This is an optimization exercise on Yosys and OpenROAD, whose aim is small area, not a production implementation.
RTL that was checked went through simulation tests only; none was proved equivalent to the original.
The RTL of run 1 was laid out without a check of its function.
Power is estimated from default activity; no workload was simulated.

==> flow/design.v <==
`default_nettype none
`default_nettype wire
`default_nettype none
module pcs_rx_top (
	input wire logic                    clk,
	input wire logic                    rst_i,
	input wire logic                    blk_v_i,
	input wire logic [2-1:0]  head_i,
	input wire logic [64-1:0]  data_i,
	input wire logic                    hold_i,  
	output logic                        ovf_o,   
	output logic                        blk_v_o,
	output logic                        ctrl_v_o,
	output logic                        idle_v_o,
	output logic [((0) ? 1 : 2)-1:0] start_v_o,
	output logic                        term_v_o,
	output logic                        err_v_o,
	output logic                        ord_v_o,
	output logic [64-1:0]      data_o,
	output logic [(64 / 8)-1:0]      keep_o
);
localparam int DW    = 64;
localparam int HW    = 2;
localparam int BW    = HW + DW;
localparam int DEPTH = 8;
localparam int HIST_W = 58;
localparam int TAP_N  = 39;
logic [HIST_W-1:0]    hist_q;
logic                 clr_q;
logic [HIST_W-1:0]    hist;
logic [HIST_W+DW-1:0] stream;
logic [DW-1:0]        descr;
assign hist   = hist_q & {HIST_W{~clr_q}};
assign stream = {data_i, hist};
always_comb begin
	for (int i = 0; i < DW; i++) begin
		descr[i] = stream[HIST_W + i] ^ stream[HIST_W - TAP_N + i] ^ stream[i];
	end
end
hold_reg #(.W(HIST_W)) hist_reg (
	.clk(clk), .ld(blk_v_i), .keep(~blk_v_i), .d(data_i[DW-1:DW-HIST_W]), .q(hist_q)
);
always_ff @(posedge clk) begin
	clr_q <= rst_i | (clr_q & ~blk_v_i);
end
logic [BW-1:0]    mem [DEPTH];  
logic [DEPTH-1:0] occ_q;        
logic             pend_q;       
logic             drop_q;       
logic             rd_v_q;
logic [BW-1:0]    rd_blk_q;
logic             rd_en;
logic             full_nx;      
logic             shift;
logic             wr;
logic [DEPTH-1:0] sel;          
logic [BW-1:0]    rd_mux;
assign rd_en   = (occ_q[1] | (occ_q[0] & ~pend_q)) & ~hold_i;
assign full_nx = occ_q[DEPTH-1] & ~rd_en;
assign shift   = blk_v_i & ~full_nx;
assign wr      = shift & ~rst_i;
logic [BW-1:0] mem_d [DEPTH];
assign mem_d[0] = {head_i, descr};
for (genvar j = 0; j < DEPTH; j++) begin : g_mem
	if (j > 0) begin : g_sh
		assign mem_d[j] = mem[j-1];
	end
	hold_reg #(.W(BW)) entry (
		.clk(clk), .ld(shift), .keep(~shift), .d(mem_d[j]), .q(mem[j])
	);
end
always_ff @(posedge clk) begin
	if (rst_i) begin
		occ_q  <= '0;
		pend_q <= 1'b0;
		drop_q <= 1'b0;
		ovf_o  <= 1'b0;
		rd_v_q <= 1'b0;
	end else begin
		case ({wr, rd_en})
			2'b10:   occ_q <= {occ_q[DEPTH-2:0], 1'b1};
			2'b01:   occ_q <= {1'b0, occ_q[DEPTH-1:1]};
			default: occ_q <= occ_q;
		endcase
		pend_q <= wr;
		drop_q <= blk_v_i & full_nx;
		ovf_o  <= drop_q;
		rd_v_q <= rd_en;
	end
end
always_comb begin
	for (int j = 0; j < DEPTH; j++) begin
		sel[j] = occ_q[j] & ~((j < DEPTH-1) ? occ_q[(j+1) % DEPTH] : 1'b0);
	end
	rd_mux = '0;
	for (int j = 0; j < DEPTH; j++) begin
		rd_mux = rd_mux | (mem[j] & {BW{sel[j]}});
	end
end
always_ff @(posedge clk) begin
	rd_blk_q <= rd_mux;
end
logic          blk_v_q;
logic [HW-1:0] head_q;
logic [DW-1:0] data_q;
logic [7:0]    bt;
logic          hd, hc;
logic          idle_t, ord_t, st0_t, st4_t, term_t, known;
always_ff @(posedge clk) begin
	if (rst_i) blk_v_q <= 1'b0;
	else       blk_v_q <= rd_v_q;
end
always_ff @(posedge clk) begin
	head_q <= rd_blk_q[BW-1 -: HW];
	data_q <= rd_blk_q[DW-1:0];
end
assign bt     = data_q[7:0];
assign hd     = head_q == 2'b01;
assign hc     = head_q == 2'b10;
assign idle_t = bt == 8'h1e;
assign ord_t  = bt == 8'h4b;
assign st0_t  = bt == 8'h78;
assign st4_t  = bt == 8'h33;
assign term_t = bt == 8'h87 | bt == 8'h99 | bt == 8'haa | bt == 8'hb4 |
                bt == 8'hcc | bt == 8'hd2 | bt == 8'he1 | bt == 8'hff;
assign known  = idle_t | ord_t | st0_t | st4_t | term_t;
assign ctrl_v_o     = blk_v_q & ~hd;
assign idle_v_o     = blk_v_q & hc & idle_t;
assign ord_v_o      = blk_v_q & hc & ord_t;
assign start_v_o[0] = blk_v_q & hc & st0_t;
assign start_v_o[1] = blk_v_q & hc & st4_t;
assign term_v_o     = blk_v_q & hc & term_t;
assign err_v_o      = blk_v_q & ~hd & ~(hc & known);
assign blk_v_o      = blk_v_q;
assign data_o       = data_q;
assign keep_o[0] = bt[6] | bt[5] | bt[4];
assign keep_o[1] = bt[6] | bt[5];
assign keep_o[2] = bt[6] | (bt[5] & bt[4]);
assign keep_o[3] = bt[6];
assign keep_o[4] = bt[6] & (bt[5] | bt[4]);
assign keep_o[5] = bt[6] & bt[5];
assign keep_o[6] = bt[6] & bt[5] & bt[4];
assign keep_o[7] = 1'b0;
endmodule
`default_nettype wire
`default_nettype none
module hold_reg #(
	parameter int W = 1
) (
	input  wire logic         clk,
	input  wire logic         ld,
	input  wire logic         keep,
	input  wire logic [W-1:0] d,
	output logic      [W-1:0] q
);
always_ff @(posedge clk) begin
	q <= (d & {W{ld}}) | (q & {W{keep}});
end
endmodule
`default_nettype wire
==> flow/flow/run.sh <==
#!/bin/bash
# The standard layout, with two changes: ports are buffered with the
# smallest buffer, and the clock tree uses fewer, smaller buffers and no
# dummy loads. ORFS writes each step's log under orfs/logs; the make output
# goes to flow.log here.
set -euo pipefail
export BUFFER_PORTS_ARGS="-buffer_cell sky130_fd_sc_hd__buf_1"
export CTS_ARGS="-sink_clustering_enable -repair_clock_nets -dont_use_dummy_load -buf_list sky130_fd_sc_hd__clkbuf_4 -sink_clustering_size 10 -sink_clustering_max_diameter 40"
bash standard.sh > flow.log 2>&1
==> flow/standard.sh <==
#!/bin/bash
# synth_recipe.tcl (not shown) runs the flow's synth.tcl, then flattens the netlist and writes it again
# the make line also repeats each setting of config.mk as NAME=value (left out here)
make -C /OpenROAD-flow-scripts/flow DESIGN_CONFIG=/design/flow/config.mk WORK_HOME=/design/flow/orfs CLKGATE_MAP_FILE= SYNTH_SCRIPT=/design/flow/synth_recipe.tcl "${@:-finish}"
==> flow/config.mk <==
export PLATFORM = sky130hd
export DESIGN_NAME = pcs_rx_top
export DESIGN_NICKNAME = pcs_rx_top
export VERILOG_FILES = /design/flow/design.v
export SDC_FILE = /design/flow/constraint.sdc
export NUM_CORES = 4
export LEC_CHECK = 0
export CAP_MARGIN = 20
export CORE_MARGIN = 2
export CORE_UTILIZATION = 60
export SLEW_MARGIN = 20
export SYNTH_HIERARCHICAL = 1
export SYNTH_MINIMUM_KEEP_SIZE = 0
==> flow/constraint.sdc <==
create_clock -name core_clock -period 4.0 [get_ports {clk}]
set_input_delay 0.8000 -clock core_clock [delete_from_list [all_inputs] [get_ports {clk}]]
set_output_delay 0.8000 -clock core_clock [all_outputs]
set_load 0.01 [all_outputs]
==> summary.md, run 1 <==
| Metric | Value |
|---|---|
| Status | complete, no violations |
| Critical Path Source Type | flip-flop |
| Port Buf Inserts | 149 |
| Die W | 211 um |
| Htree depth | 3 |
| Top-count cell post-synth | dfxtp_1 |
| DP HPWL | 36.1 mm |
| Adder-Cell Fraction of Synth Area | 0.0487% |
| I/O pin cnt | 151 |
| Number of synthesized flops with an enable pin | 0 |
| GRT Resource Usage Total | 27.0% |
| DRC | 0 |
| CP endpoint kind | output port |
| Die Area | 44500 um^2 |
| Main synth FF type | dfxtp_1 |
| Initial antenna violation count | 9 |
| Leak | 10.5 nW |
| Multiplexer area fraction after synthesis | 0.234% |
| Cell row count | 75 |
| Final net count | 2279 |
| WP data arrival | 2650 ps |
| Unrepaired setup endpoints after global routing | no |
| Final setup fails | 0 |
| Postcts setup bufs | 0 |
| Detail Route Antenna Nets | 0 |
| Die height | 211 um |
| Largest net degree at the start of global routing | 197 |
| Global-route wire length before repair | 94.7 mm |
| Root Buffer Master | clkbuf_4 |
| Slew Limit Fails | 0 |
| Detailed Route WL | 61.0 mm |
| Largest family of logic cells by synthesized area | compound AO/OA/AOI/OAI gates |
| Slew margin rel. | 29.5% |
| Share of layout cells above drive strength 1 | 6.39% |
| Vias | 17900 |
| GP Congestion | 0.831 |
| Skew-Pair Late Insertion Delay | 860 ps |
| Gr ovfl total | 0 |
| Core area | 42100 um^2 |
| Met3 WL | 4.14 mm |
| Max clock buf depth | 3 |
| Synth area leaders | dfxtp_1 (57%), a22o_1 (22%), a22oi_1 (3.9%), buf_6 (3.7%), xnor2_1 (3.0%) |
| Synth cell types | 44 |
| Fin area | 26700 um^2 |
| Synth Area in XOR/XNOR | 4.40% |
| FMAX | 290 MHz |
| Starting Density | 61.0% |
| Slew @ Worst Pin | 1060 ps |
| Kind of critical path | reg -> out |
| Syn_area_per_cell | 12.1 um^2 |
| Max Cap Viol | 0 |
| Synth Area in Simple Gates | 3.75% |
| Setup TNS | 0 ps |
| Power Density | 539 nW/um^2 |
| Vias in the first global route | 16400 |
| Synth top area share | 57.0% |
| Commonest cells post-synth | dfxtp_1 (732), a22o_1 (652), a22oi_1 (134), xnor2_1 (89), buf_6 (84) |
| Drt pass-1 iters | 5 |
| Wire per inst | 22.2 um |
| Worst-path clk slew | 100 ps |
| Minimum clock period | 3450 ps |
| CTS Hold Buffers Added | 0 |
| Metal-1 WL | 28.7 mm |
| Complex-gate fraction of the synthesized area | 28.9% |
| CTS resizes | 0 |
| Highest Signal Layer | met5 |
| Vias/cell | 6.51 |
| Post-Synthesis Cells | 2131 |
| 1st-iter DRT viols | 1575 |
| Synth warnings | 12 |
| Fin. Hold Viols | 0 |
| Asr flop ratio synth | 0% |
| Crit-path max FO | 13 |
| TritonCTS Buffers | 96 |
| Fin util | 63.3% |
| Register area share after synthesis | 57.0% |
| Layout area overhead | 3.75% |
| Synth Cell Area | 25700 um^2 |
| Clk sinks | 732 |
| Flops & latches, synth | 732 |
| Hold Crit Class | in -> reg |
| Met2 routed WL | 27.0 mm |
| Total power | 0.0144 W |
| Peak supply drop | 0.313 mV |
| CP Data Required Time | 3200 ps |
| Syn_nets | 2202 |
| Placed cell area | 25900 um^2 |
| Crit share post-route | 86.3% |
| CTS tree | built |
| Most area-hungry cell type in the Yosys netlist | dfxtp_1 |
| Skew final | 88.2 ps |
[final timing paths]
| kind | startpoint | slack (ps) | end | depth (start not counted) |
|---|---|---|---|---|
| max | data_q[5] | 550 | err_v_o | 6 |
| min | head_i[1] | 210 | g_mem[0].entry.q[65] | 2 |
| max reg2reg | occ_q[7] | 1300 | g_mem[7].entry.q[20] | 6 |
| min reg2reg | rd_blk_q[55] | 270 | data_q[55] | 0 |
[power breakdown]
part	switching (W)	leakage, nW	internal, W
Combinational	0.000780	3.99	0.000961
Clock	0.00225	0.442	0.00110
Sequential	0.000867	6.08	0.00841
[per-stage QoR]
step                      worst slack (ps)  cells  hold WS, ps
final                                  550   2748          206
after global routing                   332   2748          147
after CTS                              461   2745          124
after detailed placement              1060   2649          312
after global placement                1090   2649          310
after floorplan                       1040   2131          310
[per-layer routing]
metal  up-vias  track usage (%)
met4        12             7.48
met2       574             39.8
li1       8326                -
met1      8867             39.7
met3       114             6.01
met5         -                0
[sequential cells by signal (all words and copies together), names as in the netlist]
register / cells
clr_q: 1
data_q: 64
rd_v_q: 1
pend_q: 1
ovf_o: 1
g_mem.entry.q: 528
occ_q: 8
rd_blk_q: 66
blk_v_q: 1
drop_q: 1
hist_reg.q: 58
head_q: 2
[cells in the final DEF (no fill, tap or decap), types with 2 or more instances in the layout]
cell | Yosys | layout
nor2b_4 | 0 | 6
nand3_1 | 67 | 67
dfxtp_2 | 0 | 2
nor2b_1 | 32 | 26
a21oi_1 | 9 | 9
a21o_1 | 2 | 2
mux2i_1 | 6 | 6
nor3_1 | 2 | 2
diode_2 | 0 | 3
or4_1 | 2 | 2
and3_1 | 2 | 2
dfxtp_1 | 732 | 730
nand2_1 | 5 | 4
a22o_1 | 652 | 652
buf_12 | 0 | 14
or2_2 | 2 | 2
a221oi_1 | 67 | 67
xnor2_1 | 89 | 89
a22oi_1 | 134 | 134
nor2_1 | 60 | 59
buf_1 | 11 | 148
inv_1 | 6 | 4
nor3b_1 | 3 | 3
clkbuf_4 | 0 | 96
nand2b_1 | 4 | 4
xor2_1 | 40 | 40
buf_4 | 4 | 12
[kinds of logic after synthesis]
logic type | Yosys count
buffers and inverters | 202
other | 1
flip-flops | 732
XOR/XNOR | 129
AND/OR/NAND/NOR | 188
adder cells (fa/ha/maj) | 1
multiplexers | 6
AO/OA/AOI/OAI | 872
[worst max-delay path, cell delays in order, from the launching register on]
cell and delay [ps]:
dfxtp_1 560, nand2_1 150, o31a_1 270, or4_1 410, a31oi_1 170, o21ba_1 150, buf_1 120
[area by class of cell]
type | count | area (um^2)
Multi-Input combinational cell | 1197 | 9650
Timing Repair Buffer | 175 | 931
Clock buffer | 96 | 721
Sequential cell | 732 | 14700
Tap cell | 539 | 674
Inverter | 6 | 31.3
Fill cell | 3439 | 15500
Antenna cell | 3 | 7.51
==> run 2: changes to the inputs <==
--- a/flow/design.v
+++ b/flow/design.v
@@ -26,23 +26,18 @@
 localparam int HIST_W = 58;
 localparam int TAP_N  = 39;
 logic [HIST_W-1:0]    hist_q;
-logic                 clr_q;
-logic [HIST_W-1:0]    hist;
 logic [HIST_W+DW-1:0] stream;
 logic [DW-1:0]        descr;
-assign hist   = hist_q & {HIST_W{~clr_q}};
-assign stream = {data_i, hist};
+assign stream = {data_i, hist_q};
 always_comb begin
 	for (int i = 0; i < DW; i++) begin
 		descr[i] = stream[HIST_W + i] ^ stream[HIST_W - TAP_N + i] ^ stream[i];
 	end
 end
 hold_reg #(.W(HIST_W)) hist_reg (
-	.clk(clk), .ld(blk_v_i), .keep(~blk_v_i), .d(data_i[DW-1:DW-HIST_W]), .q(hist_q)
+	.clk(clk), .ld(blk_v_i & ~rst_i), .keep(~blk_v_i & ~rst_i),
+	.d(data_i[DW-1:DW-HIST_W]), .q(hist_q)
 );
-always_ff @(posedge clk) begin
-	clr_q <= rst_i | (clr_q & ~blk_v_i);
-end
 logic [BW-1:0]    mem [DEPTH];  
 logic [DEPTH-1:0] occ_q;        
 logic             pend_q;       
@@ -92,10 +87,16 @@
 	for (int j = 0; j < DEPTH; j++) begin
 		sel[j] = occ_q[j] & ~((j < DEPTH-1) ? occ_q[(j+1) % DEPTH] : 1'b0);
 	end
-	rd_mux = '0;
-	for (int j = 0; j < DEPTH; j++) begin
-		rd_mux = rd_mux | (mem[j] & {BW{sel[j]}});
-	end
+end
+for (genvar b = 0; b < BW; b++) begin : g_rd
+	logic [2:0] y;
+	aoi222 g0 (.a0(mem[0][b]), .s0(sel[0]), .a1(mem[1][b]), .s1(sel[1]),
+	           .a2(mem[2][b]), .s2(sel[2]), .y(y[0]));
+	aoi222 g1 (.a0(mem[3][b]), .s0(sel[3]), .a1(mem[4][b]), .s1(sel[4]),
+	           .a2(mem[5][b]), .s2(sel[5]), .y(y[1]));
+	assign y[2] = ~(y[0] & y[1]);
+	ao221  g2 (.a0(mem[6][b]), .s0(sel[6]), .a1(mem[7][b]), .s1(sel[7]), .c(y[2]),
+	           .y(rd_mux[b]));
 end
 always_ff @(posedge clk) begin
 	rd_blk_q <= rd_mux;
@@ -144,6 +145,18 @@
 endmodule
 `default_nettype wire
 `default_nettype none
+module aoi222 (
+	input  wire logic a0, s0, a1, s1, a2, s2,
+	output logic      y
+);
+assign y = ~((a0 & s0) | (a1 & s1) | (a2 & s2));
+endmodule
+module ao221 (
+	input  wire logic a0, s0, a1, s1, c,
+	output logic      y
+);
+assign y = (a0 & s0) | (a1 & s1) | c;
+endmodule
 module hold_reg #(
 	parameter int W = 1
 ) (
--- a/flow/flow/run.sh
+++ b/flow/flow/run.sh
@@ -5,5 +5,6 @@
 # goes to flow.log here.
 set -euo pipefail
 export BUFFER_PORTS_ARGS="-buffer_cell sky130_fd_sc_hd__buf_1"
+export RECOVER_POWER=100
 export CTS_ARGS="-sink_clustering_enable -repair_clock_nets -dont_use_dummy_load -buf_list sky130_fd_sc_hd__clkbuf_4 -sink_clustering_size 10 -sink_clustering_max_diameter 40"
 bash standard.sh > flow.log 2>&1
--- a/flow/config.mk
+++ b/flow/config.mk
@@ -7,7 +7,7 @@
 export LEC_CHECK = 0
 export CAP_MARGIN = 20
 export CORE_MARGIN = 2
-export CORE_UTILIZATION = 60
+export CORE_UTILIZATION = 50
 export SLEW_MARGIN = 20
 export SYNTH_HIERARCHICAL = 1
 export SYNTH_MINIMUM_KEEP_SIZE = 0
==> run 2 against run 1 <==
Effect of this change: now fails the layout checks on max-capacitance violations, max-slew violations; fmax decreased by 0.55%; cell count up 0.76%; via count is 2.5% lower; die area up 16%; design area shrank 1.1%; sequential share of layout area increased by 0.50 points; core utilization shrank 9.5 points; register-to-register slack lost 770 ps; sequential power fell by 0.4%; first-iteration DRC count is 42% higher; synthesized area decreased by 3.0%; clock skew decreased by 3.6 ps; largest power group unchanged; highest routed layer unchanged.
==> summary.md, run 2 <==
| Metric | Value |
|---|---|
| Status | failed layout checks |
| SO Viols | max-capacitance violations, max-slew violations |
| Biggest regs | g_mem.entry.q (528), rd_blk_q (66), data_q (64) |
| Setup TNS | 0 ps (unchanged) |
| CP endpoint kind | flip-flop |
| Main synth FF type | dfxtp_1 |
| Number of synthesized flops with an enable pin | 0 (unchanged) |
| Core area | 49100 um^2 (+16%) |
| Detail Route Antenna Nets | 0 (unchanged) |
| Critical Path Source Type | flip-flop |
| Minimum clock period | 3470 ps (+19.1 ps) |
| CTS tree | built |
| Worst setup path startpoint | occ_q[7] |
| Clock share of power | 23.9% (+0.6 points) |
| Wire per inst | 22.4 um (+0.76%) |
| Cell row count | 81 (+8.0%) |
| Pint | 0.0106 W (+1.0%) |
| Vias | 17400 (-2.5%) |
| Crit share post-route | 86.7% (+0.48 points) |
| Asr flop ratio synth | 0% (unchanged) |
| Vias in the first global route | 16400 (-0.22%) |
| FF-to-FF path depth | 5 (-1) |
| Skew-Pair Late Insertion Delay | 880 ps (+20 ps) |
| Critical Path End | g_mem[7].entry.q[56] |
| Htree depth | 3 (unchanged) |
| Starting Density | 50.8% (-10 points) |
| Global-route wire length before repair | 94.7 mm (about the same) |
| TritonCTS Buffers | 102 (+6.3%) |
| Slew Limit Fails | 177 (+177) |
| Max Cap Viol | 3 (+3) |
| Fill count | 4349 (+26%) |
| Clk sinks | 731 (-0.14%) |
| I/O pin cnt | 151 (unchanged) |
| Gr ovfl total | 0 (unchanged) |
| Leak | 10.4 nW (-1.2%) |
| Hold Crit Class | in -> reg |
| DP HPWL | 36.5 mm (+1.0%) |
| Most area-hungry cell type in the Yosys netlist | dfxtp_1 |
| Most frequent cells in the layout | dfxtp_1 (731), a22o_1 (586), buf_1 (148), a222oi_1 (132), xnor2_1 (128) |
| Flops & latches, synth | 731 (-0.14%) |
| Port Buf Inserts | 149 (unchanged) |
| Synth warnings | 12 (unchanged) |
| Die height | 227 um (+7.7%) |
| Register area share after synthesis | 58.7% (+1.7 points) |
| Top-count cell post-synth | dfxtp_1 |
| Drt pass-1 iters | 8 (+3) |
| Unrepaired setup endpoints after global routing | no |
| Commonest cells post-synth | dfxtp_1 (731), a22o_1 (586), a222oi_1 (132), xnor2_1 (128), buf_6 (84) |
| Die Area | 51700 um^2 (+16%) |
| Leading cell type in the layout, fill and taps excluded | dfxtp_1 |
| Fin cells | 2769 (+0.76%) |
| Max reg flops | 528 (unchanged) |
| Crit Reg-Reg Startpoint | occ_q[7] |
| Placed Cells | 2665 (+0.60%) |
| Synth area leaders | dfxtp_1 (59%), a22o_1 (21%), a222oi_1 (5.3%), xnor2_1 (4.5%), buf_6 (3.8%) |
| GRT Resource Usage Total | 23.5% (-3.4 points) |
| Syn_nets | 2017 (-8.4%) |
| Slew margin rel. | -102% (-130 points) |
| Root Buffer Master | clkbuf_4 |
| Max clock buf depth | 3 (unchanged) |
| Power Density | 549 nW/um^2 (+1.9%) |
| Synth top area share | 58.7% (+1.7 points) |
| 1st-iter DRT viols | 2233 (+42%) |
| Fin. Hold Viols | 0 (unchanged) |
| Vias/cell | 6.30 (-3.3%) |
| DRC | 0 (unchanged) |
| Postcts setup bufs | 0 (unchanged) |
| Gate power share | 12.4% (+0.3 points) |
| WP data arrival | 4260 ps (+1610 ps) |
| Worst-path clk slew | 100 ps (about the same) |
| Skew final | 84.6 ps (-3.58 ps) |
| Peak supply drop | 0.264 mV (-16%) |
| CP Data Required Time | 4790 ps (+1590 ps) |
| R2r setup slk | 530 ps (-770 ps) |
| Fin util | 53.8% (-9.5 points) |
| Initial antenna violation count | 4 (-5) |
| Biggest register | g_mem.entry.q |
| Crit-path max FO | 52 (+39) |
| Syn_area_per_cell | 12.8 um^2 (+6.2%) |
| Layout area overhead | 5.85% |
| CTS Hold Buffers Added | 0 (unchanged) |
| Detailed Route WL | 61.9 mm (+1.5%) |
| Die W | 227 um (+7.7%) |
| Synth Cell Area | 24900 um^2 (-3.0%) |
| Final setup fails | 0 (unchanged) |
| Worst R2R End | g_mem[7].entry.q[56] |
| Sequential fraction of design power | 63.7% (-0.9 points) |
| Largest net degree at the start of global routing | 116 (-41%) |
| Sw power | 0.00392 W (+0.41%) |
| Final net count | 2176 (-4.5%) |
| CTS resizes | 0 (unchanged) |
| Post-Synthesis Cells | 1946 (-8.7%) |
| GP Congestion | 0.804 (-3.3%) |
| Hold path start | head_i[0] |
| Share of layout cells above drive strength 1 | 7.13% (+0.74 points) |
| Kind of critical path | reg -> reg |
| Slew @ Worst Pin | 3030 ps (+1970 ps) |
| Synth cell types | 45 (+2.3%) |
| Sw Ratio | 27.0% (-0.12 points) |
| FMAX | 288 MHz (-0.55%) |
## run 2: worst min path at each step
stage / slack [ps] / cells past startpoint / end
6_report: 180 / 2 / g_mem[0].entry.q[64]
5_1_grt: 140 / 2 / hist_reg.q[54]
4_1_cts: 100 / 2 / hist_reg.q[54]
3_5_place_dp: 310 / 0 / data_q[27]
3_3_place_gp: 310 / 0 / head_q[1]
2_1_floorplan: 310 / 0 / data_q[0]
## run 2: kinds of logic after synthesis
logic type / share of synthesized area [%]
muxes: 0.241
and+or+nand+nor: 2.50
adders and majority gates: 0.0502
buffers and inverters: 4.90
DFF: 58.7
AOI/OAI and AO/OA: 29.1
xor gates and xnor gates: 4.53
other: 0.0150
## run 2: routing by layer
layer / vias to the layer above / GRT usage (%) / routed length, um
met4: 4 / 7.99 / 1290
met5: - / 0 / 26
met3: 89 / 4.21 / 4450
li1: 8056 / - / -
met2: 608 / 34.8 / 27000
met1: 8680 / 34.6 / 29200
## run 2: modules after synthesis, one instance, submodules excluded, excerpt
module,flops+latches,cells
pcs_rx_top,145,452
ao221,0,1
aoi222,0,1
## run 2: stage by stage
step	worst slack [ps]	total power, W	hold WS (ps)	cell area [um^2]
5_1_grt	339	0.0152	145	26400
2_1_floorplan	339	0.0106	310	24900
3_3_place_gp	1390	0.0111	311	25600
4_1_cts	575	0.0146	101	26400
3_5_place_dp	1340	0.0112	312	25700
6_report	531	0.0145	183	26400
## run 2: layout make-up
type                    instances  area [um^2]  area share [%]
well taps                     664          831            3.15
multi-input cells            1077         9130            34.6
clock buffers                 102          766            2.90
flip-flops and latches        731        14600            55.5
repair buffers                188         1000            3.80
inverters                       5         18.8          0.0711
diodes                          2         5.00          0.0190
## run 2: critical path: stages (launching register included)
cell	delay, ps
dfxtp_1	320
buf_4	470
nand2_1	210
nand2_1	1560
buf_4	600
a22o_1	200
## run 2: power groups by stage
stage / sequential (W) / combinational [W] / clock [W]
2_1_floorplan: 0.00917 / 0.00142 / 0
3_3_place_gp: 0.00933 / 0.00175 / 0
3_5_place_dp: 0.00937 / 0.00180 / 0
4_1_cts: 0.00922 / 0.00181 / 0.00359
5_1_grt: 0.00938 / 0.00197 / 0.00388
6_report: 0.00924 / 0.00180 / 0.00346
==> run 3: changes to the inputs <==
--- a/flow/flow/run.sh
+++ b/flow/flow/run.sh
@@ -5,6 +5,5 @@
 # goes to flow.log here.
 set -euo pipefail
 export BUFFER_PORTS_ARGS="-buffer_cell sky130_fd_sc_hd__buf_1"
-export RECOVER_POWER=100
 export CTS_ARGS="-sink_clustering_enable -repair_clock_nets -dont_use_dummy_load -buf_list sky130_fd_sc_hd__clkbuf_4 -sink_clustering_size 10 -sink_clustering_max_diameter 40"
 bash standard.sh > flow.log 2>&1
==> run 3 against run 2 <==
Effect of this change: now clean on timing, DRC and antenna; clock skew fell by 3.6 ps; flip-flop and latch count stayed put; core utilization rose by 0.087 points; synthesized cell count stayed put; register-to-register slack improved by 960 ps.
==> summary.md, run 3 <==
| Metric | Value |
|---|---|
| Status | complete, no violations |
| Top-count cell post-synth | dfxtp_1 |
| Postcts setup bufs | 0 (unchanged) |
| Register area share after synthesis | 58.7% (unchanged) |
| Hold EP | g_mem[0].entry.q[64] |
| GP Congestion | 0.804 (unchanged) |
| Placed cell area | 25700 um^2 (unchanged) |
| 1st-iter DRT viols | 2356 (+5.5%) |
| I/O pin cnt | 151 (unchanged) |
| Worst-path clk slew | 100 ps (about the same) |
| Vias/cell | 6.29 (-0.13%) |
| Detail Route Antenna Nets | 0 (unchanged) |
| CTS resizes | 0 (unchanged) |
| Synth warnings | 12 (unchanged) |
| Sw Ratio | 27.0% (about the same) |
| Die Area | 51700 um^2 (unchanged) |
| Most area-hungry cell type in the Yosys netlist | dfxtp_1 |
| Initial antenna violation count | 4 (unchanged) |
| Max Cap Viol | 0 (-3) |
| CTS tree | built |
| Fin. Hold Viols | 0 (unchanged) |
| Commonest cells post-synth | dfxtp_1 (731), a22o_1 (586), a222oi_1 (132), xnor2_1 (128), buf_6 (84) |
| Number of synthesized flops with an enable pin | 0 (unchanged) |
| Setup TNS | 0 ps (unchanged) |
| Vias in the first global route | 16400 (unchanged) |
| FF-to-FF path depth | 5 (unchanged) |
| WP data arrival | 2540 ps (-1720 ps) |
| Global-route wire length before repair | 94.7 mm (unchanged) |
| Synth top area share | 58.7% (unchanged) |
| Fin area | 26400 um^2 (+0.16%) |
| Slew @ Worst Pin | 1120 ps (-1900 ps) |
| Max reg flops | 528 (unchanged) |
| Main synth FF type | dfxtp_1 |
| Vias | 17400 (-0.092%) |
| CTS Hold Buffers Added | 0 (unchanged) |
| Die W | 227 um (unchanged) |
| Crit Reg-Reg Startpoint | occ_q[7] |
| Most frequent cells in the layout | dfxtp_1 (730), a22o_1 (586), buf_1 (149), a222oi_1 (132), xnor2_1 (128) |
| Share of layout cells above drive strength 1 | 7.51% (+0.38 points) |
| Die height | 227 um (unchanged) |
| Crit share post-route | 83.5% (-3.3 points) |
| Clock share of power | 23.8% (about the same) |
| Flops & latches, synth | 731 (unchanged) |
| TritonCTS Buffers | 102 (unchanged) |
| Hold path start | head_i[0] |
| Syn_area_per_cell | 12.8 um^2 (unchanged) |
| Skew final | 81.0 ps (-3.58 ps) |
| Clk sinks | 731 (unchanged) |
| R2r setup slk | 1490 ps (+960 ps) |
| Crit-path max FO | 12 (-77%) |
| Gr ovfl total | 0 (unchanged) |
| Peak supply drop | 0.261 mV (-0.94%) |
| Skew-Pair Late Insertion Delay | 850 ps (-30 ps) |
| Final net count | 2176 (unchanged) |
| Drt pass-1 iters | 10 (+2) |
| Htree depth | 3 (unchanged) |
| Final setup fails | 0 (unchanged) |
| DRC | 0 (unchanged) |
| Detailed Route WL | 62.0 mm (+0.12%) |
| Layout area overhead | 6.02% |
| Minimum clock period | 3340 ps (-131 ps) |
| Sw power | 0.00391 W (about the same) |
| Critical Path Source Type | flip-flop |
| Total power | 0.0145 W (about the same) |
| Hold Crit Class | in -> reg |
| Pint | 0.0106 W (about the same) |
| CP endpoint kind | output port |
| Wire per inst | 22.4 um (about the same) |
| Unrepaired setup endpoints after global routing | no |
| Starting Density | 50.8% (unchanged) |
| Leading cell type in the layout, fill and taps excluded | dfxtp_1 |
| Synth area leaders | dfxtp_1 (59%), a22o_1 (21%), a222oi_1 (5.3%), xnor2_1 (4.5%), buf_6 (3.8%) |
| Asr flop ratio synth | 0% (unchanged) |
| Gate power share | 12.4% (about the same) |
| GRT Resource Usage Total | 23.5% (unchanged) |
| Syn_nets | 2017 (unchanged) |
| Synth Cell Area | 24900 um^2 (unchanged) |
| Root Buffer Master | clkbuf_4 |
| FMAX | 300 MHz (+3.9%) |
| Cell row count | 81 (unchanged) |
| Biggest register | g_mem.entry.q |
| Fin Hold WS | 194 ps (+11.3 ps) |
| Biggest regs | g_mem.entry.q (528), rd_blk_q (66), data_q (64) |
| DP HPWL | 36.5 mm (unchanged) |
| Synth cell types | 45 (unchanged) |
| Fin util | 53.9% (+0.087 points) |
| Post-Synthesis Cells | 1946 (unchanged) |
| Largest net degree at the start of global routing | 116 (unchanged) |
| Sequential fraction of design power | 63.8% (about the same) |
| Leak | 10.4 nW (+0.21%) |
| Worst R2R End | g_mem[7].entry.q[39] |
| Kind of critical path | reg -> out |
| Slew Limit Fails | 0 (-100%) |
| Power Density | 548 nW/um^2 (-0.18%) |
| Port Buf Inserts | 149 (unchanged) |
| Slew margin rel. | 25.0% (+130 points) |
| Core area | 49100 um^2 (unchanged) |
| CP Data Required Time | 3200 ps (-1590 ps) |
| Cells on Worst Hold Path | 2 (unchanged) |
| Max clock buf depth | 3 (unchanged) |
## run 3: cell counts after synthesis
Identical to the previous run, type by type.
## run 3: logic make-up (layout without fill, tap and decap cells)
kind of cell	Yosys count	after routing	share of synthesized area, %
AO/OA/AOI/OAI	804	804	29.1
XOR/XNOR	129	129	4.53
adder cells (fa/ha/maj)	1	1	0.0502
buffers and inverters	138	295	4.90
flip-flops	731	731	58.7
multiplexers	6	6	0.241
other	1	4	0.0150
AND/OR/NAND/NOR	136	136	2.50
## run 3: worst max-delay path: stages, from the launching register on
cell	delay [ps]
dfxtp_1	550
nand4bb_1	210
o31ai_1	110
a31o_2	260
a221oi_2	240
o21ba_1	180
buf_1	150
## run 3: layer usage
layer	vias to the layer above	GRT usage (%)	wire length [um]
li1	8058	-	-
met1	8679	34.6	29300
met2	593	34.8	27000
met3	87	4.21	4370
met4	4	7.99	1260
met5	-	0	26
## run 3: area by class of cell
type                       count  area (um^2)
sequential                   731        14600
tap                          664          831
multi-input combinational   1077         9150
timing repair buffer         188         1020
inverter                       5         18.8
fill                        4341        22600
antenna                        3         7.51
clock buffer                 102          766
## run 3: power by group through the flow
stage	registers (W)	logic (W)	clock network [W]
floorplan	0.00917	0.00142	0
global placement	0.00933	0.00175	0
detailed placement	0.00937	0.00180	0
CTS	0.00922	0.00181	0.00359
global route	0.00938	0.00197	0.00388
finish	0.00924	0.00180	0.00345
## run 3: through the flow
stage,instances,worst slack (ps)
floorplan,1946,339
global placement,2664,1390
detailed placement,2665,1340
CTS,2767,575
global route,2769,433
finish,2770,661
## run 3: how the worst max path moves through the flow
| stage | startpoint | to | slack [ps] | cells past startpoint |
|---|---|---|---|---|
| 2_1_floorplan | occ_q[7] | rd_blk_q[0] | 340 | 2 |
| 3_3_place_gp | hold_i | g_mem[5].entry.q[52] | 1390 | 6 |
| 3_5_place_dp | hold_i | g_mem[6].entry.q[45] | 1340 | 6 |
| 4_1_cts | data_q[5] | term_v_o | 580 | 5 |
| 5_1_grt | data_q[5] | err_v_o | 430 | 6 |
| 6_report | data_q[5] | err_v_o | 660 | 6 |
## run 3: modules after synthesis (local to each module, per instance), excerpt
| module | flip-flops and latches | cells inside |
|---|---|---|
| pcs_rx_top | 145 | 452 |
| ao221 | 0 | 1 |
| aoi222 | 0 | 1 |
==> run 4: changes to the inputs <==
--- a/flow/config.mk
+++ b/flow/config.mk
@@ -7,7 +7,7 @@
 export LEC_CHECK = 0
 export CAP_MARGIN = 20
 export CORE_MARGIN = 2
-export CORE_UTILIZATION = 50
+export CORE_UTILIZATION = 70
 export SLEW_MARGIN = 20
 export SYNTH_HIERARCHICAL = 1
 export SYNTH_MINIMUM_KEEP_SIZE = 0
==> run 4 against run 3 <==
Effect of this change: still clean on timing, DRC and antenna; routed wire length fell by 6.7%; critical endpoint unchanged; largest power group unchanged; sequential share of layout area rose by 1.0 points; count of clock-buffer cells in the layout fell by 16.
==> summary.md, run 4 <==
| Metric | Value |
|---|---|
| Syn_area_per_cell | 12.8 um^2 (unchanged) |
| Worst-path clk slew | 90 ps (about the same) |
| Cell row count | 69 (-15%) |
| 1st-iter DRT viols | 2172 (-7.8%) |
| Biggest regs | g_mem.entry.q (528), rd_blk_q (66), data_q (64) |
| Critical path's top delay family | compound AO/OA/AOI/OAI gates |
| Crit share post-route | 83.3% (-0.19 points) |
| Synth area leaders | dfxtp_1 (59%), a22o_1 (21%), a222oi_1 (5.3%), xnor2_1 (4.5%), buf_6 (3.8%) |
| Number of synthesized flops with an enable pin | 0 (unchanged) |
| Crit-path max FO | 12 (unchanged) |
| CP endpoint kind | output port |
| Power Density | 547 nW/um^2 (-0.21%) |
| Layout area overhead | 4.15% |
| Slew margin rel. | 29.9% (+4.9 points) |
| Starting Density | 70.6% (+20 points) |
| Vias in the first global route | 16300 (-0.41%) |
| Pint | 0.0104 W (-1.8%) |
| GRT Resource Usage Total | 30.8% (+7.3 points) |
| Hold Crit Class | in -> reg |
| DP HPWL | 34.0 mm (-6.8%) |
| Detail Route Antenna Nets | 0 (unchanged) |
| Sw power | 0.00382 W (-2.5%) |
| Final net count | 2150 (-1.2%) |
| Detailed Route WL | 57.9 mm (-6.7%) |
| Root Buffer Master | clkbuf_4 |
| Fin util | 73.5% (+20 points) |
| Critical Path Source Type | flip-flop |
| Synth warnings | 12 (unchanged) |
| Kind of critical path | reg -> out |
| Skew-Pair Late Insertion Delay | 790 ps (-60 ps) |
| Multi-input combinational cell area | 9150 um^2 (unchanged) |
| Slew @ Worst Pin | 1050 ps (-72.9 ps) |
| Top-count cell post-synth | dfxtp_1 |
| I/O pin cnt | 151 (unchanged) |
| Hold path start | head_i[0] |
| Met1 Use GR | 44.7% (+10 points) |
| Fill count | 2467 (-43%) |
| Gate power share | 12.5% (about the same) |
| Vias/cell | 6.92 (+10%) |
| Core area | 35300 um^2 (-28%) |
| CP max stage cell | dfxtp_1 |
| Port Buf Inserts | 149 (unchanged) |
| Global-route wire length before repair | 90.0 mm (-5.0%) |
| Biggest register | g_mem.entry.q |
| Fin Hold WS | 228 ps (+33.7 ps) |
| Asr flop ratio synth | 0% (unchanged) |
| Setup TNS | 0 ps (unchanged) |
| Register area share after synthesis | 58.7% (unchanged) |
| Syn_nets | 2017 (unchanged) |
| Grt peak-use layer | met2 |
| Minimum clock period | 3330 ps (-7.42 ps) |
| Status | complete, no violations |
| Initial antenna violation count | 7 (+3) |
| Skew final | 48.2 ps (-32.8 ps) |
| Synth Cell Area | 24900 um^2 (unchanged) |
| Peak supply drop | 0.399 mV (+53%) |
| Unrepaired setup endpoints after global routing | no |
| Die W | 193 um (-15%) |
| Sw Ratio | 26.9% (-0.14 points) |
| CTS resizes | 0 (unchanged) |
| Htree depth | 3 (unchanged) |
| Postcts setup bufs | 0 (unchanged) |
| Most frequent cells in the layout | dfxtp_1 (730), a22o_1 (586), buf_1 (149), a222oi_1 (132), xnor2_1 (128) |
| Commonest cells post-synth | dfxtp_1 (731), a22o_1 (586), a222oi_1 (132), xnor2_1 (128), buf_6 (84) |
| Synth cell types | 45 (unchanged) |
| CP Data Required Time | 3200 ps (about the same) |
| Met2 usage | 46.6% (+12 points) |
| WP data arrival | 2530 ps (about the same) |
| Worst stage delay on the critical path | 560 ps (about the same) |
| Crit Reg-Reg Startpoint | occ_q[7] |
| GP Congestion | 0.866 (+7.7%) |
| Max Cap Viol | 0 (unchanged) |
| Flops & latches, synth | 731 (unchanged) |
| Wire per inst | 22.8 um (+1.7%) |
| Main synth FF type | dfxtp_1 |
| Largest net degree at the start of global routing | 114 (-1.7%) |
| Final setup fails | 0 (unchanged) |
| Clock share of power | 22.4% (-1.4 points) |
| Sequential fraction of design power | 65.1% (+1.3 points) |
| Met3 GRT Util | 5.35% (+1.1 points) |
| Die Area | 37100 um^2 (-28%) |
| CTS tree | built |
| Gr ovfl total | 0 (unchanged) |
| Slew Limit Fails | 0 (unchanged) |
| Clk sinks | 731 (unchanged) |
| Max clock buf depth | 3 (unchanged) |
| FMAX | 300 MHz (+0.22%) |
| Die height | 193 um (-15%) |
| Synth top area share | 58.7% (unchanged) |
| TritonCTS Buffers | 86 (-16%) |
| Leak | 10.3 nW (-1.3%) |
| CP Cell Sequence | nand4bb_1 > o31ai_1 > a31o_2 > a221oi_2 > o21ba_1 > buf_1 |
| Crit path buffers/inverters | 1 (unchanged) |
| Most area-hungry cell type in the Yosys netlist | dfxtp_1 |
| Seq. cell area | 14600 um^2 (unchanged) |
| Post-Synthesis Cells | 1946 (unchanged) |
| Drt pass-1 iters | 9 (-1) |
| Vias | 17600 (+0.95%) |
| Share of layout cells above drive strength 1 | 6.36% (-1.2 points) |
| Worst setup path startpoint | data_q[5] |
| Max reg flops | 528 (unchanged) |
| Fin. Hold Viols | 0 (unchanged) |
| Leading cell type in the layout, fill and taps excluded | dfxtp_1 |
| DRC | 0 (unchanged) |
| CTS Hold Buffers Added | 0 (unchanged) |
-- run 4: cell count changes in the layout (fill, tap and decap cells not counted) --
cell,delta
buf_16,-1
diode_2,+1
clkbuf_4,-16
buf_4,-9
-- run 4: cells by family (layout without fill, tap and decap cells) --
kind of cell	count (synthesis)	count (layout)	synth area share [%]
compound gates	804	804	29.1
xor+xnor	129	129	4.53
fa+ha+maj	1	1	0.0502
buf+inv	138	269	4.90
flops	731	731	58.7
mux	6	6	0.241
other cells	1	5	0.0150
simple gates	136	136	2.50
-- run 4: power by group through the flow --
| stage | logic [W] | registers, W | clock network (W) |
|---|---|---|---|
| finish | 0.00177 | 0.00925 | 0.00318 |
| global route | 0.00193 | 0.00939 | 0.00353 |
| CTS | 0.00177 | 0.00923 | 0.00325 |
| detailed placement | 0.00177 | 0.00938 | 0 |
| global placement | 0.00170 | 0.00932 | 0 |
| floorplan | 0.00142 | 0.00917 | 0 |
-- run 4: worst paths after layout --
| path | to | slack (ps) | cells past startpoint |
|---|---|---|---|
| max | err_v_o | 670 | 6 |
| min reg2reg | data_q[8] | 280 | 0 |
| min | g_mem[0].entry.q[64] | 230 | 2 |
| max reg2reg | g_mem[6].entry.q[57] | 1230 | 4 |
-- run 4: layout make-up --
class	count	area share, %
flip-flops and latches	731	56.4
inverters	5	0.0723
clock buffers	86	2.49
well taps	461	2.22
multi-input cells	1077	35.2
repair buffers	178	3.57
diodes	4	0.0385
-- run 4: stage by stage --
stage	instance area, um^2	power, W	cells	setup WS, ps
final	26000	0.0142	2542	669
after global placement	25300	0.0110	2452	1320
after global routing	26000	0.0148	2541	487
after floorplan	24900	0.0106	1946	339
after detailed placement	25300	0.0111	2452	1220
after CTS	26000	0.0143	2538	641
-- run 4: routing by layer --
layer / vias to the layer above / wire length (um)
met4: 6 / 1390
met1: 8736 / 25700
met5: - / 38
li1: 7994 / -
met3: 106 / 4450
met2: 744 / 26200
-- run 4: per-module statistics from Yosys (local to each module, per instance), a selection --
module,flops+latches,copies in the design,cell area (um^2),cells inside
ao221,0,66,10.0,1
pcs_rx_top,145,1,4930,452
aoi222,0,132,10.0,1
==> run 5: changes to the inputs <==
--- a/flow/config.mk
+++ b/flow/config.mk
@@ -7,7 +7,7 @@
 export LEC_CHECK = 0
 export CAP_MARGIN = 20
 export CORE_MARGIN = 2
-export CORE_UTILIZATION = 70
+export CORE_UTILIZATION = 60
 export SLEW_MARGIN = 20
 export SYNTH_HIERARCHICAL = 1
 export SYNTH_MINIMUM_KEEP_SIZE = 0
==> run 5 against run 4 <==
Effect of this change: worst hold slack worse by 15 ps; critical path type unchanged; sequential power hardly changed; clock skew is 6.2 ps higher; clock power increased by 3%; design area grew 0.59%; non-clock buffer count did not move; count of clock-buffer cells in the layout increased by 4; synthesized area did not move; synthesized cell count is the same; first-iteration DRC count down 3.2%; power up 0.48%; flip-flop and latch count is the same.
==> summary.md, run 5 <==
| Metric | Value |
|---|---|
| Status | complete, no violations |
| Critical Path Source Type | flip-flop |
| Core area | 40900 um^2 (+16%) |
| Most area-hungry cell type in the Yosys netlist | dfxtp_1 |
| FMAX | 293 MHz (-2.5%) |
| CTS Hold Buffers Added | 0 (unchanged) |
| Main synth FF type | dfxtp_1 |
| Postcts setup bufs | 0 (unchanged) |
| DP HPWL | 35.3 mm (+3.8%) |
| 1st-iter DRT viols | 2102 (-3.2%) |
| Total power | 0.0143 W (+0.48%) |
| Sw Ratio | 26.9% (+0.036 points) |
| Largest net degree at the start of global routing | 123 (+7.9%) |
| Slew @ Worst Pin | 982 ps (-69.5 ps) |
| Max reg flops | 528 (unchanged) |
| Crit share post-route | 85.4% (+2.1 points) |
| Post-Synthesis Cells | 1946 (unchanged) |
| Share of layout cells above drive strength 1 | 6.54% (+0.18 points) |
| Max clock buf depth | 3 (unchanged) |
| CP endpoint kind | output port |
| Register area share after synthesis | 58.7% (unchanged) |
| Biggest regs | g_mem.entry.q (528), rd_blk_q (66), data_q (64) |
| TritonCTS Buffers | 90 (+4.7%) |
| Hold Crit Class | in -> reg |
| Asr flop ratio synth | 0% (unchanged) |
| Starting Density | 60.9% (-9.7 points) |
| Final setup fails | 0 (unchanged) |
| Vias/cell | 6.66 (-3.8%) |
| Unrepaired setup endpoints after global routing | no |
| GRT Resource Usage Total | 26.7% (-4.1 points) |
| Syn_area_per_cell | 12.8 um^2 (unchanged) |
| Wire per inst | 22.8 um (+0.28%) |
| CTS tree | built |
| GP Congestion | 0.786 (-9.2%) |
| CTS resizes | 0 (unchanged) |
| Number of synthesized flops with an enable pin | 0 (unchanged) |
| Drt pass-1 iters | 10 (+1) |
| Setup TNS | 0 ps (unchanged) |
| Top-count cell post-synth | dfxtp_1 |
| Layout area overhead | 4.77% |
| Fin Hold WS | 213 ps (-15.1 ps) |
| Fin cells | 2616 (+2.9%) |
| Clock share of power | 22.8% (+0.4 points) |
| Max Cap Viol | 0 (unchanged) |
| Commonest cells post-synth | dfxtp_1 (731), a22o_1 (586), a222oi_1 (132), xnor2_1 (128), buf_6 (84) |
| Slew margin rel. | 34.4% (+4.5 points) |
| Synth warnings | 12 (unchanged) |
| DRC | 0 (unchanged) |
| Biggest register | g_mem.entry.q |
| Peak supply drop | 0.325 mV (-18%) |
| Root Buffer Master | clkbuf_4 |
| Crit-path max FO | 12 (unchanged) |
| Die Area | 43200 um^2 (+16%) |
| Fin util | 63.8% (-9.7 points) |
| Vias | 17400 (-0.97%) |
| Clk sinks | 731 (unchanged) |
| Skew final | 54.4 ps (+6.17 ps) |
| Slew Limit Fails | 0 (unchanged) |
| Minimum clock period | 3420 ps (+84.0 ps) |
| CP Data Required Time | 3200 ps (about the same) |
| Final net count | 2154 (+0.19%) |
| Synth top area share | 58.7% (unchanged) |
| Port Buf Inserts | 149 (unchanged) |
| Kind of critical path | reg -> out |
| Cell row count | 74 (+7.2%) |
| Syn_nets | 2017 (unchanged) |
| Initial antenna violation count | 8 (+1) |
| Gate power share | 12.4% (about the same) |
| Detailed Route WL | 59.7 mm (+3.2%) |
| Synth cell types | 45 (unchanged) |
| Die W | 208 um (+7.8%) |
| I/O pin cnt | 151 (unchanged) |
| Gr ovfl total | 0 (unchanged) |
| Vias in the first global route | 16200 (-0.93%) |
| Htree depth | 3 (unchanged) |
| Leak | 10.3 nW (+0.27%) |
| Fill count | 3299 (+34%) |
| Power Density | 546 nW/um^2 (-0.11%) |
| Sequential fraction of design power | 64.7% (-0.4 points) |
| Sw power | 0.00384 W (+0.61%) |
| Most frequent cells in the layout | dfxtp_1 (730), a22o_1 (586), buf_1 (149), a222oi_1 (132), xnor2_1 (128) |
| Skew-Pair Late Insertion Delay | 810 ps (+20 ps) |
| Detail Route Antenna Nets | 0 (unchanged) |
| Die height | 208 um (+7.8%) |
| WP data arrival | 2620 ps (+90 ps) |
| Flops & latches, synth | 731 (unchanged) |
| Placed Cells | 2523 (+2.9%) |
| Fin. Hold Viols | 0 (unchanged) |
| Leading cell type in the layout, fill and taps excluded | dfxtp_1 |
| Worst-path clk slew | 110 ps (+20 ps) |
| Global-route wire length before repair | 92.3 mm (+2.5%) |
| Synth area leaders | dfxtp_1 (59%), a22o_1 (21%), a222oi_1 (5.3%), xnor2_1 (4.5%), buf_6 (3.8%) |
| Synth Cell Area | 24900 um^2 (unchanged) |
| Pint | 0.0104 W (+0.43%) |
run 5: modules after synthesis, one instance, submodules excluded, a selection:
module	cells inside	copies in the design	flops+latches
ao221	1	66	0
aoi222	1	132	0
pcs_rx_top	452	1	145
run 5: metal layers:
layer  wire length [um]  global-route usage, %  up-vias
met5                 66                      0        -
met4               1720                   10.7       10
met3               4420                   5.61      108
met1              27200                   38.5     8617
li1                   -                      -     8018
met2              26200                   39.0      663
run 5: layout make-up:
| cell class | count | area [um^2] | area share, % |
|---|---|---|---|
| Multi-Input combinational cell | 1077 | 9150 | 35.0 |
| Tap cell | 532 | 666 | 2.55 |
| Sequential cell | 731 | 14600 | 56.0 |
| Antenna cell | 3 | 7.51 | 0.0287 |
| Timing Repair Buffer | 178 | 965 | 3.69 |
| Inverter | 5 | 18.8 | 0.0719 |
| Clock buffer | 90 | 676 | 2.59 |
run 5: logic make-up after synthesis:
family          synth area share, %
mux                           0.241
simple gates                   2.50
fa+ha+maj                    0.0502
buf+inv                        4.90
other cells                  0.0150
flops                          58.7
compound gates                 29.1
xor+xnor                       4.53
run 5: worst max-delay path, cell delays in order, from the launching register on:
cell	delay [ps]
dfxtp_1	600
nand4bb_1	220
o31ai_1	130
a31o_2	260
a221oi_2	250
o21ba_1	190
buf_1	150
run 5: per-stage QoR:
stage          area (um^2)  setup WS [ps]
3_5_place_dp         25400           1330
3_3_place_gp         25400           1380
2_1_floorplan        24900            339
4_1_cts              26100            553
5_1_grt              26100            480
6_report             26100            585
run 5: final timing paths:
path | start | to | slack, ps | depth (start not counted)
max | data_q[5] | err_v_o | 580 | 6
min | head_i[0] | g_mem[0].entry.q[64] | 210 | 2
max reg2reg | occ_q[7] | g_mem[1].entry.q[32] | 1520 | 5
min reg2reg | rd_blk_q[49] | data_q[49] | 310 | 0
run 5: power groups by stage:
stage / clock [W] / combinational [W] / sequential (W)
after floorplan: 0 / 0.00142 / 0.00917
after global placement: 0 / 0.00173 / 0.00934
after detailed placement: 0 / 0.00177 / 0.00937
after CTS: 0.00336 / 0.00178 / 0.00922
after global routing: 0.00365 / 0.00194 / 0.00937
final: 0.00326 / 0.00177 / 0.00924
==> run 6: changes to the inputs <==
==> flow/flow/run.sh (replaced) <==
#!/bin/bash
# The standard layout, with two changes: ports are buffered with the
# smallest buffer, and the clock tree uses fewer, smaller buffers and no
# dummy loads. ORFS writes each step's log under orfs/logs; the make output
# goes to flow.log here.
set -euo pipefail
export BUFFER_PORTS_ARGS="-buffer_cell sky130_fd_sc_hd__buf_1"
export CTS_ARGS="-sink_clustering_enable -repair_clock_nets -dont_use_dummy_load -buf_list sky130_fd_sc_hd__clkbuf_4 -sink_clustering_size 12 -sink_clustering_max_diameter 30"
bash standard.sh > flow.log 2>&1
==> run 6 against run 5 <==
Effect of this change: routed wire length is 0.17% lower; global-route usage is 0.062 points higher; combinational power hardly changed; synthesized area stayed put; cell count is 1.6% higher; clock power is 17% higher; largest power group unchanged.
==> summary.md, run 6 <==
| Metric | Value |
|---|---|
| Global-route wire length before repair | 92.3 mm (about the same) |
| Vias | 17600 (+1.1%) |
| 1st-iter DRT viols | 2132 (+1.4%) |
| Detail Route Antenna Nets | 0 (unchanged) |
| Synth top area share | 58.7% (unchanged) |
| Clk sinks | 731 (unchanged) |
| Top-count cell post-synth | dfxtp_1 |
| Leak | 10.5 nW (+1.9%) |
| Asr flop ratio synth | 0% (unchanged) |
| Minimum clock period | 3380 ps (-31.8 ps) |
| Skew final | 46.7 ps (-7.64 ps) |
| CP Data Required Time | 3200 ps (about the same) |
| CP endpoint kind | output port |
| Worst-path clk slew | 80 ps (-30 ps) |
| Layout area overhead | 6.03% |
| Flops & latches, synth | 731 (unchanged) |
| Wire per inst | 22.4 um (-1.7%) |
| Share of layout cells above drive strength 1 | 8.38% (+1.8 points) |
| Max Cap Viol | 0 (unchanged) |
| Final net count | 2196 (+1.9%) |
| Postcts setup bufs | 0 (unchanged) |
| Max reg flops | 528 (unchanged) |
| Critical Path End | err_v_o |
| Slew Limit Fails | 0 (unchanged) |
| Htree depth | 4 (+1) |
| FF-to-FF path depth | 7 (+2) |
| Crit Reg-Reg Startpoint | occ_q[0] |
| WP data arrival | 2580 ps (-40 ps) |
| Syn_area_per_cell | 12.8 um^2 (unchanged) |
| Fin Hold WS | 209 ps (-4.02 ps) |
| Crit share post-route | 84.6% (-0.79 points) |
| Biggest register | g_mem.entry.q |
| Synth warnings | 12 (unchanged) |
| Main synth FF type | dfxtp_1 |
| Slew @ Worst Pin | 992 ps (+9.90 ps) |
| DRC | 0 (unchanged) |
| Biggest regs | g_mem.entry.q (528), rd_blk_q (66), data_q (64) |
| Largest net degree at the start of global routing | 123 (unchanged) |
| Port Buf Inserts | 149 (unchanged) |
| R2r setup slk | 1590 ps (+70 ps) |
| Die height | 208 um (unchanged) |
| Most frequent cells in the layout | dfxtp_1 (730), a22o_1 (586), buf_1 (149), a222oi_1 (132), clkbuf_4 (132) |
| GRT Resource Usage Total | 26.7% (+0.062 points) |
| Starting Density | 60.9% (unchanged) |
| Syn_nets | 2017 (unchanged) |
| Commonest cells post-synth | dfxtp_1 (731), a22o_1 (586), a222oi_1 (132), xnor2_1 (128), buf_6 (84) |
| Synth Cell Area | 24900 um^2 (unchanged) |
| Root Buffer Master | clkbuf_4 |
| Worst setup path startpoint | data_q[5] |
| TritonCTS Buffers | 132 (+47%) |
| Die Area | 43200 um^2 (unchanged) |
| Skew-Pair Late Insertion Delay | 820 ps (about the same) |
| CTS Hold Buffers Added | 0 (unchanged) |
| Register area share after synthesis | 58.7% (unchanged) |
| Post-Synthesis Cells | 1946 (unchanged) |
| CP Cell Sequence | nand4bb_1 > o31ai_1 > a31o_2 > a221oi_2 > o21ba_1 > buf_1 |
| Critical Path Source Type | flip-flop |
| Crit path buffers/inverters | 1 (unchanged) |
| Final setup fails | 0 (unchanged) |
| Cell row count | 74 (unchanged) |
| Worst stage delay on the critical path | 580 ps (-20 ps) |
| FMAX | 296 MHz (+0.94%) |
| Gr ovfl total | 0 (unchanged) |
| CTS tree | built |
| Core area | 40900 um^2 (unchanged) |
| Crit-path max FO | 12 (unchanged) |
| Status | complete, no violations |
| Critical path's top delay family | compound AO/OA/AOI/OAI gates |
| Die W | 208 um (unchanged) |
| I/O pin cnt | 151 (unchanged) |
| Setup TNS | 0 ps (unchanged) |
| Detailed Route WL | 59.6 mm (-0.17%) |
| Vias/cell | 6.62 (-0.53%) |
| Slew margin rel. | 33.7% (-0.66 points) |
| Most area-hungry cell type in the Yosys netlist | dfxtp_1 |
| CTS resizes | 0 (unchanged) |
| Fin. Hold Viols | 0 (unchanged) |
| Unrepaired setup endpoints after global routing | no |
| Worst R2R End | g_mem[6].entry.q[59] |
| Peak supply drop | 0.317 mV (-2.8%) |
| Drt pass-1 iters | 8 (-2) |
| Vias in the first global route | 16500 (+1.8%) |
| Hold Crit Class | in -> reg |
| Max clock buf depth | 3 (unchanged) |
| Synth area leaders | dfxtp_1 (59%), a22o_1 (21%), a222oi_1 (5.3%), xnor2_1 (4.5%), buf_6 (3.8%) |
| Number of synthesized flops with an enable pin | 0 (unchanged) |
| Initial antenna violation count | 8 (unchanged) |
| CP max stage cell | dfxtp_1 |
| Kind of critical path | reg -> out |
| DP HPWL | 35.3 mm (unchanged) |
| Synth cell types | 45 (unchanged) |
| Leading cell type in the layout, fill and taps excluded | dfxtp_1 |
| GP Congestion | 0.786 (unchanged) |
| Crit path depth | 6 (unchanged) |
| Power Density | 561 nW/um^2 (+2.7%) |
## run 6: routing by layer
metal,track usage [%],share of wire [%],vias up
met3,6.87,7.9,93
met1,37.8,45,8698
met2,39.2,44,683
met5,0,0.12,-
li1,-,-,8117
met4,10.5,2.3,10
## run 6: worst min-delay path by stage
| stage | endpoint | cells past startpoint | start |
|---|---|---|---|
| global placement | data_q[37] | 0 | rd_blk_q[37] |
| global route | g_mem[0].entry.q[64] | 2 | head_i[0] |
| finish | g_mem[0].entry.q[64] | 2 | head_i[0] |
| floorplan | data_q[0] | 0 | rd_blk_q[0] |
| detailed placement | data_q[47] | 0 | rd_blk_q[47] |
| CTS | g_mem[0].entry.q[64] | 2 | head_i[0] |
## run 6: layout make-up
| class | instances | area (um^2) |
|---|---|---|
| flip-flops and latches | 731 | 14600 |
| fillers | 3281 | 14500 |
| well taps | 532 | 666 |
| inverters | 5 | 18.8 |
| repair buffers | 178 | 965 |
| diodes | 3 | 7.51 |
| clock buffers | 132 | 991 |
| multi-input cells | 1077 | 9150 |
## run 6: cell families after synthesis
group	share of synthesized area, %
and+or+nand+nor	2.50
adders and majority gates	0.0502
xor gates and xnor gates	4.53
AOI/OAI and AO/OA	29.1
buffers and inverters	4.90
other	0.0150
muxes	0.241
DFF	58.7
## run 6: stage by stage
| stage | power (W) | utilization, % | area [um^2] | cells | worst slack [ps] |
|---|---|---|---|---|---|
| 2_1_floorplan | 0.0106 | - | 24900 | 1946 | 339 |
| 3_3_place_gp | 0.0111 | 62.2 | 25400 | 2523 | 1380 |
| 3_5_place_dp | 0.0111 | 62.2 | 25400 | 2523 | 1330 |
| 4_1_cts | 0.0149 | 64.6 | 26400 | 2655 | 570 |
| 5_1_grt | 0.0156 | 64.6 | 26400 | 2658 | 477 |
| 6_report | 0.0148 | 64.6 | 26400 | 2658 | 617 |
## run 6: per-module statistics from Yosys, one instance, submodules excluded, excerpt
module      area [um^2]  times used  flip-flops and latches
ao221              10.0          66                       0
pcs_rx_top         4930           1                     145
aoi222             10.0         132                       0
## run 6: worst register-to-register path, stage by stage, from the launching register on
cell and delay [ps]:
dfxtp_1 310, inv_1 130, nor2_1 70, o21bai_1 250, nand2_1 190, nand2_4 590
buf_12 510, a22o_1 300
## run 6: report_power, final
group,total [W],internal [W],switching (W),leakage (nW)
sequential,0.00924,0.00840,0.000838,6.06
clock,0.00382,0.00152,0.00230,0.607
combinational,0.00178,0.000999,0.000777,3.83
total,0.0148,0.0109,0.00391,10.5
==> run 7: changes to the inputs <==
==> flow/flow/run.sh (replaced) <==
#!/bin/bash
# The standard layout, with two changes: ports are buffered with the
# smallest buffer, and the clock tree uses fewer, smaller buffers and no
# dummy loads. ORFS writes each step's log under orfs/logs; the make output
# goes to flow.log here.
set -euo pipefail
export BUFFER_PORTS_ARGS="-buffer_cell sky130_fd_sc_hd__buf_1"
export CTS_ARGS="-sink_clustering_enable -repair_clock_nets -dont_use_dummy_load -buf_list sky130_fd_sc_hd__clkbuf_4 -sink_clustering_size 10 -sink_clustering_max_diameter 60"
bash standard.sh > flow.log 2>&1
==> run 7 against run 6 <==
Effect of this change: clock power decreased by 17%; global-route usage decreased by 0.20 points; clock skew up 3.1 ps; sequential share of layout area up 0.77 points; critical endpoint unchanged; largest power group unchanged.
==> summary.md, run 7 <==
| Metric | Value |
|---|---|
| FMAX | 294 MHz (-0.57%) |
| 1st-iter DRT viols | 2048 (-3.9%) |
| Cell row count | 74 (unchanged) |
| Seq. cell area | 14600 um^2 (unchanged) |
| Main synth FF type | dfxtp_1 |
| Biggest register | g_mem.entry.q |
| WP data arrival | 2600 ps (+20 ps) |
| Gr ovfl total | 0 (unchanged) |
| Register area share after synthesis | 58.7% (unchanged) |
| Crit-path max FO | 12 (unchanged) |
| Leak | 10.3 nW (-2.1%) |
| Skew final | 49.8 ps (+3.05 ps) |
| Synth area leaders | dfxtp_1 (59%), a22o_1 (21%), a222oi_1 (5.3%), xnor2_1 (4.5%), buf_6 (3.8%) |
| Slew margin rel. | 33.3% (-0.35 points) |
| Synth cell types | 45 (unchanged) |
| CP endpoint kind | output port |
| Final setup fails | 0 (unchanged) |
| Largest net degree at the start of global routing | 123 (unchanged) |
| Layout area overhead | 4.58% |
| Power Density | 543 nW/um^2 (-3.2%) |
| Postcts setup bufs | 0 (unchanged) |
| Die Area | 43200 um^2 (unchanged) |
| Most frequent cells in the layout | dfxtp_1 (730), a22o_1 (586), buf_1 (149), a222oi_1 (132), xnor2_1 (128) |
| Core area | 40900 um^2 (unchanged) |
| CP Data Required Time | 3200 ps (about the same) |
| Syn_area_per_cell | 12.8 um^2 (unchanged) |
| Die height | 208 um (unchanged) |
| Number of synthesized flops with an enable pin | 0 (unchanged) |
| Syn_nets | 2017 (unchanged) |
| Minimum clock period | 3400 ps (+19.4 ps) |
| Leading cell type in the layout, fill and taps excluded | dfxtp_1 |
| Most area-hungry cell type in the Yosys netlist | dfxtp_1 |
| Sw power | 0.00381 W (-2.6%) |
| Synth Cell Area | 24900 um^2 (unchanged) |
| Detail Route Antenna Nets | 0 (unchanged) |
| Pint | 0.0104 W (-5.2%) |
| Clk sinks | 731 (unchanged) |
| Max Cap Viol | 0 (unchanged) |
| DRC | 0 (unchanged) |
| Vias | 17400 (-1.0%) |
| Top-count cell post-synth | dfxtp_1 |
| Setup TNS | 0 ps (unchanged) |
| Final net count | 2147 (-2.2%) |
| GRT Resource Usage Total | 26.5% (-0.20 points) |
| Kind of critical path | reg -> out |
| CTS Hold Buffers Added | 0 (unchanged) |
| Slew @ Worst Pin | 997 ps (+5.18 ps) |
| Port Buf Inserts | 149 (unchanged) |
| Sw Ratio | 26.9% (+0.51 points) |
| Peak supply drop | 0.297 mV (-6.0%) |
| Commonest cells post-synth | dfxtp_1 (731), a22o_1 (586), a222oi_1 (132), xnor2_1 (128), buf_6 (84) |
| Biggest regs | g_mem.entry.q (528), rd_blk_q (66), data_q (64) |
| Synth top area share | 58.7% (unchanged) |
| Fin Hold WS | 222 ps (+13.1 ps) |
| GP Congestion | 0.786 (unchanged) |
| Htree depth | 3 (-1) |
| Fin. Hold Viols | 0 (unchanged) |
| Flops & latches, synth | 731 (unchanged) |
| CTS tree | built |
| Asr flop ratio synth | 0% (unchanged) |
| Die W | 208 um (unchanged) |
| Drt pass-1 iters | 8 (unchanged) |
| Gate power share | 12.5% (+0.5 points) |
| Synth warnings | 12 (unchanged) |
| Slew Limit Fails | 0 (unchanged) |
| Skew-Pair Late Insertion Delay | 810 ps (about the same) |
| Root Buffer Master | clkbuf_4 |
| Wire per inst | 22.8 um (+1.5%) |
| Fill count | 3314 (+1.0%) |
| Status | complete, no violations |
| Clock share of power | 22.3% (-3.4 points) |
| I/O pin cnt | 151 (unchanged) |
| Crit share post-route | 85.1% (+0.48 points) |
| Hold Crit Class | in -> reg |
| Detailed Route WL | 59.4 mm (-0.26%) |
| TritonCTS Buffers | 83 (-37%) |
| Initial antenna violation count | 9 (+1) |
| Post-Synthesis Cells | 1946 (unchanged) |
| Max reg flops | 528 (unchanged) |
| Max clock buf depth | 3 (unchanged) |
| Starting Density | 60.9% (unchanged) |
| Share of layout cells above drive strength 1 | 6.22% (-2.2 points) |
| Vias in the first global route | 16100 (-2.1%) |
| CTS resizes | 0 (unchanged) |
| Multi-input combinational cell area | 9150 um^2 (unchanged) |
| Sequential fraction of design power | 65.2% (+2.9 points) |
| Unrepaired setup endpoints after global routing | no |
| Vias/cell | 6.67 (+0.74%) |
| Worst-path clk slew | 100 ps (+20 ps) |
| Global-route wire length before repair | 91.8 mm (-0.55%) |
| Critical Path Source Type | flip-flop |
| DP HPWL | 35.3 mm (unchanged) |
[run 7: final cells by class]
| class | instances | area share (%) |
|---|---|---|
| Timing Repair Buffer | 178 | 3.70 |
| Antenna cell | 5 | 0.0480 |
| Clock buffer | 83 | 2.39 |
| Multi-Input combinational cell | 1077 | 35.1 |
| Inverter | 5 | 0.0720 |
| Tap cell | 532 | 2.55 |
| Sequential cell | 731 | 56.1 |
[run 7: power by group through the flow]
stage,Sequential [W],Clock [W],Combinational [W]
floorplan,0.00917,0,0.00142
global placement,0.00934,0,0.00173
detailed placement,0.00937,0,0.00177
CTS,0.00922,0.00326,0.00178
global route,0.00937,0.00352,0.00194
finish,0.00924,0.00316,0.00177
[run 7: path summary, 6_finish.rpt]
kind	startpoint	endpoint	slack, ps	depth (start not counted)
min reg2reg	rd_blk_q[45]	data_q[45]	320	0
max reg2reg	occ_q[7]	g_mem[2].entry.q[62]	1550	5
min	head_i[1]	g_mem[0].entry.q[65]	220	2
max	data_q[5]	err_v_o	600	6
[run 7: worst max-delay path: stages (launching register included)]
cell       delay (ps)
dfxtp_1           600
nand4bb_1         230
o31ai_1           130
a31o_2            260
a221oi_2          250
o21ba_1           190
buf_1             150
[run 7: per-stage QoR]
step           setup WS [ps]  power, W  cells  cell area (um^2)  utilization [%]
2_1_floorplan            339    0.0106   1946             24900                -
3_3_place_gp            1380    0.0111   2523             25400             62.2
3_5_place_dp            1330    0.0111   2523             25400             62.2
4_1_cts                  585    0.0143   2606             26100             63.7
5_1_grt                  491    0.0148   2611             26100             63.7
6_report                 597    0.0142   2611             26100             63.7
[run 7: cell families (layout without fill, tap and decap cells)]
group           after synthesis  count (layout)  synth area share, %
simple gates                136             136                 2.50
compound gates              804             804                 29.1
other cells                   1               6               0.0150
flops                       731             731                 58.7
xor+xnor                    129             129                 4.53
buf+inv                     138             266                 4.90
mux                           6               6                0.241
fa+ha+maj                     1               1               0.0502
[run 7: metal layers]
layer  GRT usage (%)  wire [um]  up-vias
met5               0         67        -
met3            5.49       4360      121
met4            9.98       1770       10
met2            39.0      26300      641
li1                -          -     8013
met1            38.5      27000     8632
[run 7: modules after synthesis, one instance, submodules excluded, a selection]
module	cells inside	copies in the design	area, um^2	flip-flops and latches
pcs_rx_top	452	1	4930	145
ao221	1	66	10.0	0
aoi222	1	132	10.0	0

## what the ideal ports hide
No port has a modelled driver above. Below, the same layouts with a new extraction and two added sets of constraints. Step 1, drivers: a clkbuf_16 drives clk and a buf_2 each remaining input, both assumed. Step 2, shift: input delay + t, output delay - t, t = (earliest + latest rising clock arrival at the registers) / 2. This alone moves slack from input paths to output paths. a / b / c = ideal ports / drivers / drivers and shift; a / b = the first two.
run | t (ns) | setup WS [ns] | hold slack, ns | worst setup path after step 2
run 1 | 0.875 | 0.550 / 0.494 / 0.934 | 0.206 / 0.199 / 0.274 | input to register
run 2 | 0.879 | 0.531 / 0.512 / 0.014 | 0.183 / 0.147 / 0.276 | input to register
run 3 | 0.875 | 0.661 / 0.604 / 1.255 | 0.194 / 0.158 / 0.273 | input to register
run 4 | 0.827 | 0.669 / 0.617 / 1.190 | 0.228 / 0.198 / 0.285 | input to register
run 5 | 0.844 | 0.585 / 0.527 / 1.282 | 0.213 / 0.178 / 0.313 | input to register
run 6 | 0.853 | 0.617 / 0.562 / 1.294 | 0.209 / 0.178 / 0.300 | input to register
run 7 | 0.843 | 0.597 / 0.543 / 1.310 | 0.222 / 0.201 / 0.318 | input to register
For run 2, which loses most, drivers alone change the setup slack by -0.019 ns; drivers and shift together by -0.517 ns.
